From an optimization exercise on the open Yosys and OpenROAD flow, aimed at small area, a short achievable clock period and few clock cycles; shortcuts taken in it are not production practice.
Function was checked by simulation only, so behaviour that the tests miss may differ from the original.
No activity file was given, so power comes from the tool's default toggle rates.

Setup of v49:
==> flow/design.v (excerpt) <==
module matrix_saddle_point_count #(
  parameter int MAX_ROWS = 8,
  parameter int MAX_COLS = 8
) (
  input  logic                              clk_i,
  input  logic                              rst_ni,
  input  logic                              elem_valid_i,
  output logic                              elem_ready_o,
  input  logic signed [msp_pkg::DATA_W-1:0] elem_value_i,
  output logic                              count_valid_o,
  input  logic                              count_ready_i,
  output logic [msp_pkg::COUNT_W-1:0]       count_o,
  input  logic                              cfg_we_i,
  input  logic [msp_pkg::CFG_IDX_W-1:0]     cfg_idx_i,
  input  logic [msp_pkg::CFG_W-1:0]         cfg_data_i
);
export LEC_CHECK = 0
export CAP_MARGIN = 20
export CORE_MARGIN = 2
export CORE_UTILIZATION = 35
export CTS_CLUSTER_DIAMETER = 80
export CTS_CLUSTER_SIZE = 30
export PLACE_DENSITY = 0.5
export SETUP_SLACK_MARGIN = 5
export SLEW_MARGIN = 20
export SYNTH_MEMORY_MAX_BITS = 16384
create_clock -name core_clock -period 8.0 [get_ports {clk_i}]
run.sh (not shown) runs the stock make flow with config.mk's settings and CLKGATE_MAP_FILE= SYNTH_SCRIPT=/design/flow/synth_recipe.tcl, a recipe that flattens the netlist after the stock synthesis.
v49 finished every step from synthesis to the final layout, and the layout passed the timing, design-rule and antenna checks.
Testbench counts of v49, summed over its fixed seeds: cycles 3,948.
#### Input delta (v9 over v49)
==> flow/flow/run.sh (new file) <==
#!/bin/bash
set -euo pipefail
sed -e 's/SETUP_SLACK_MARGIN=[0-9.]*/SETUP_SLACK_MARGIN=5.3/' \
    -e 's|"\${@:-finish}"|BUFFER_PORTS_ARGS="-buffer_cell sky130_fd_sc_hd__buf_2" "\${@:-finish}"|' standard.sh > standard_tight.sh
bash standard_tight.sh > standard.log 2>&1
==> flow/standard.sh (new file) <==
#!/bin/bash
# synth_recipe.tcl (not shown) runs the flow's synth.tcl, then flattens the netlist and writes it again
# the make line also repeats each setting of config.mk as NAME=value (left out here)
make -C /OpenROAD-flow-scripts/flow DESIGN_CONFIG=/design/flow/config.mk WORK_HOME=/design/flow/orfs CLKGATE_MAP_FILE= SYNTH_SCRIPT=/design/flow/synth_recipe.tcl "${@:-finish}"
removed: flow/run.sh
Findings:
Comparing v9 and v49, the higher critical path depth was measured on v49.
v9 ended up with a higher area added between synthesis and finish than v49 did.
v49 reports its startpoint of the worst setup timing path as u_datapath.a_col_q[3]$_DFF_P_ while v9 reports u_datapath.cv_q$_DFF_PN0_.
Critical-path cell with the highest stage delay: sky130_fd_sc_hd__dfrtp_1 -> v9, sky130_fd_sc_hd__a221oi_1 -> v49
Clock-pin slew on the worst setup and hold paths essentially unchanged between v49 and v9.
v49 and v9 ended up with roughly the same count of endpoints failing hold in the final timing report.
For v54, these inputs were changed with respect to v9:
- changing PLACE_DENSITY from 0.5 to 0.6
==> flow/flow/run.sh <==
#!/bin/bash
set -euo pipefail
sed -e 's/SETUP_SLACK_MARGIN=[0-9.]*/SETUP_SLACK_MARGIN=5.3/' standard.sh > standard_tight.sh
bash standard_tight.sh > standard.log 2>&1
v9 closes out successfully: all stages finished, all timing, DRC and antenna checks passed.
v54: all stages complete, timing, DRC and antenna checks passed
Weighted congestion at the end of routability-driven global placement ends up higher on v54.
In the tables for v54 and v9, global routing usage summed across all routing layers reads lower with v54.
In v54 the routed wire length turned out about 6% lower than in v9.
In the reports for v54 and v9, the smaller number of global-route vias before repair belongs to v54.
Between v54 and v9, the difference in utilization is negligible.
Against v9, leakage power total in v54 fell slightly.
The fraction of the cycle the final worst path needs reported for v54 is greater than that of v9 by 0.33 points.
Post-route worst setup slack: lower on v54
On sequential share of cell area, v9 tracks v54 almost exactly.
Compared with v9, in v54 transition time at the pin with the least slew margin went up 0.15 ns; layout-stage area growth over the synthesis result was more or less identical.

========
matrix_saddle_point_count again, from the RTL that the note above started with.
Settings: LEC_CHECK=0, CAP_MARGIN=20, CORE_MARGIN=2, CORE_UTILIZATION=35, CTS_CLUSTER_DIAMETER=80, CTS_CLUSTER_SIZE=30, PLACE_DENSITY=0.5, SETUP_SLACK_MARGIN=5, SLEW_MARGIN=20, SYNTH_MEMORY_MAX_BITS=16384; clock period 8.0 ns.
standard.sh (not shown) runs the stock make flow with config.mk's settings and CLKGATE_MAP_FILE= SYNTH_SCRIPT=/design/flow/synth_recipe.tcl, a recipe that flattens the netlist after the stock synthesis.
==> flow/flow/run.sh <==
#!/bin/bash
set -euo pipefail
sed -e 's/SETUP_SLACK_MARGIN=[0-9.]*/SETUP_SLACK_MARGIN=5.25/' standard.sh > standard_tight.sh
bash standard_tight.sh > standard.log 2>&1
Testbench counts at the start, summed over its fixed seeds: cycles 3,948.
Rerun with:
==> flow/flow/run.sh (replaced) <==
#!/bin/bash
set -euo pipefail
sed -e 's/SETUP_SLACK_MARGIN=[0-9.]*/SETUP_SLACK_MARGIN=5.3/' standard.sh > standard_tight.sh
bash standard_tight.sh > standard.log 2>&1
Settings changed: CTS_CLUSTER_DIAMETER 80 to 50, CTS_CLUSTER_SIZE 30 to 40.
Power increases by about a fifth.
Design area increases by a few percent.
Wire length increases slightly.
Rerun with:
Settings changed: CORE_UTILIZATION 35 to 45, CTS_CLUSTER_DIAMETER 50 to 80, CTS_CLUSTER_SIZE 40 to 30, PLACE_DENSITY 0.5 to 0.6.
The changed run went through all stages and came out clean.
Worst setup slack loses 0.036 ns.
Routed wire length is lower by a few percent.
Count of clock-buffer cells in the layout is lower by 48.
Sequential share of layout area is higher by 4.0 points.
Clock skew is lower by 0.014 ns.
Rerun with:
Settings changed: CORE_UTILIZATION 45 to 35, PLACE_DENSITY 0.6 to 0.5.
Worst hold slack gets worse by 0.0071 ns. Clock power climbs by about a fifth. Power climbs by a few percent. First-iteration DRC count drops by a quarter to a third. Non-clock buffer count drops by 9. Die area climbs by a quarter to a third. Setup slack gets better by 0.066 ns. Area after synthesis is unchanged. Global-route usage drops by 4.9 points.

========
matrix_saddle_point_count again, from the RTL that the note above started with.
Settings: LEC_CHECK=0, CAP_MARGIN=20, CORE_MARGIN=2, CORE_UTILIZATION=35, CTS_CLUSTER_DIAMETER=80, CTS_CLUSTER_SIZE=30, PLACE_DENSITY=0.5, SETUP_SLACK_MARGIN=5, SLEW_MARGIN=20, SYNTH_MEMORY_MAX_BITS=16384; clock period 8.0 ns.
==> flow/flow/run.sh <==
#!/bin/bash
set -euo pipefail
sed -e 's/SETUP_SLACK_MARGIN=[0-9.]*/SETUP_SLACK_MARGIN=5.35/' standard.sh > standard_tight.sh
bash standard_tight.sh > standard.log 2>&1
Testbench counts at the start, summed over its fixed seeds: cycles 3,948.
Then changed:
==> flow/flow/run.sh (replaced) <==
#!/bin/bash
set -euo pipefail
sed -e 's/SETUP_SLACK_MARGIN=[0-9.]*/SETUP_SLACK_MARGIN=5.3/' standard.sh > standard_tight.sh
bash standard_tight.sh > standard.log 2>&1
PLACE_DENSITY = 0.4   (was 0.5)
After rerunning:
- via count is about the same
- setup slack is worse by 26 ps
- non-clock buffer count rises by 12
- global-route usage climbs by 2.3 points
- total power rises by about 5%
- sequential cell count is unchanged
Then changed:
CAP_MARGIN = 10   (was 20)
PLACE_DENSITY = 0.5   (was 0.4)
SLEW_MARGIN = 10   (was 20)
The changed run went through all stages and came out clean.
Non-clock buffer count drops by 31.
Cell area drops slightly.
Setup slack improves by 49 ps.
First-iteration DRC count climbs by about a fifth.
Count of clock-buffer cells in the layout drops by 1.
Synthesized area does not change.
Final cell count drops slightly.
Then changed:
CAP_MARGIN = 0   (was 10)
SLEW_MARGIN = 0   (was 10)
Synthesized area does not change.
Register-to-register slack barely changes.
Count of clock-buffer cells in the layout is unchanged.
Synthesized cell count does not change.

==> static timing again, ports no longer ideal <==
The results above use ideal ports. As a check the final layouts listed here were re-extracted and re-timed, cells and wires unchanged.
Step 1 (the two cells are an assumption about what drives the block):
set clk [get_ports {clk_i}]
set_driving_cell -lib_cell sky130_fd_sc_hd__clkbuf_16 $clk
set_driving_cell -lib_cell sky130_fd_sc_hd__buf_2 [delete_from_list [all_inputs] $clk]
Step 2 moves the port delays by t, midway between the first and last clock arrival at a register: inputs arrive t later, outputs are due t later. That takes back most of the time a late clock gives input paths.
a / b / c = no drivers / after step 1 / after step 2; a / b = the first two.
| run | t (ns) | setup WS [ns] | hold WS [ns] |
|---|---|---|---|
| v49 | 0.645 | 5.021 / 5.021 / 4.520 | 0.336 / 0.336 / 0.336 |
| v9 | 0.645 | 5.282 / 5.225 / 5.052 | 0.337 / 0.337 / 0.337 |
| v54 | 0.662 | 5.256 / 5.192 / 4.763 | 0.335 / 0.335 / 0.335 |
| the first run of note 2 | 0.648 | 5.181 / 5.181 / 4.753 | 0.339 / 0.339 / 0.339 |
| the second run of note 2 | 0.684 | 5.272 / 5.212 / 4.786 | 0.326 / 0.326 / 0.326 |
| the third run of note 2 | 0.684 | 5.236 / 5.176 / 4.789 | 0.342 / 0.342 / 0.342 |
| the fourth run of note 2 | 0.637 | 5.302 / 5.244 / 4.798 | 0.335 / 0.335 / 0.335 |
| the first run of note 3 | 0.643 | 5.279 / 5.221 / 4.852 | 0.332 / 0.332 / 0.332 |
| the second run of note 3 | 0.676 | 5.253 / 5.185 / 4.765 | 0.338 / 0.338 / 0.338 |
| the third run of note 3 | 0.637 | 5.302 / 5.244 / 4.798 | 0.335 / 0.335 / 0.335 |
| the fourth run of note 3 | 0.637 | 5.302 / 5.244 / 4.798 | 0.335 / 0.335 / 0.335 |
After both steps setup and hold are still met in every run listed.
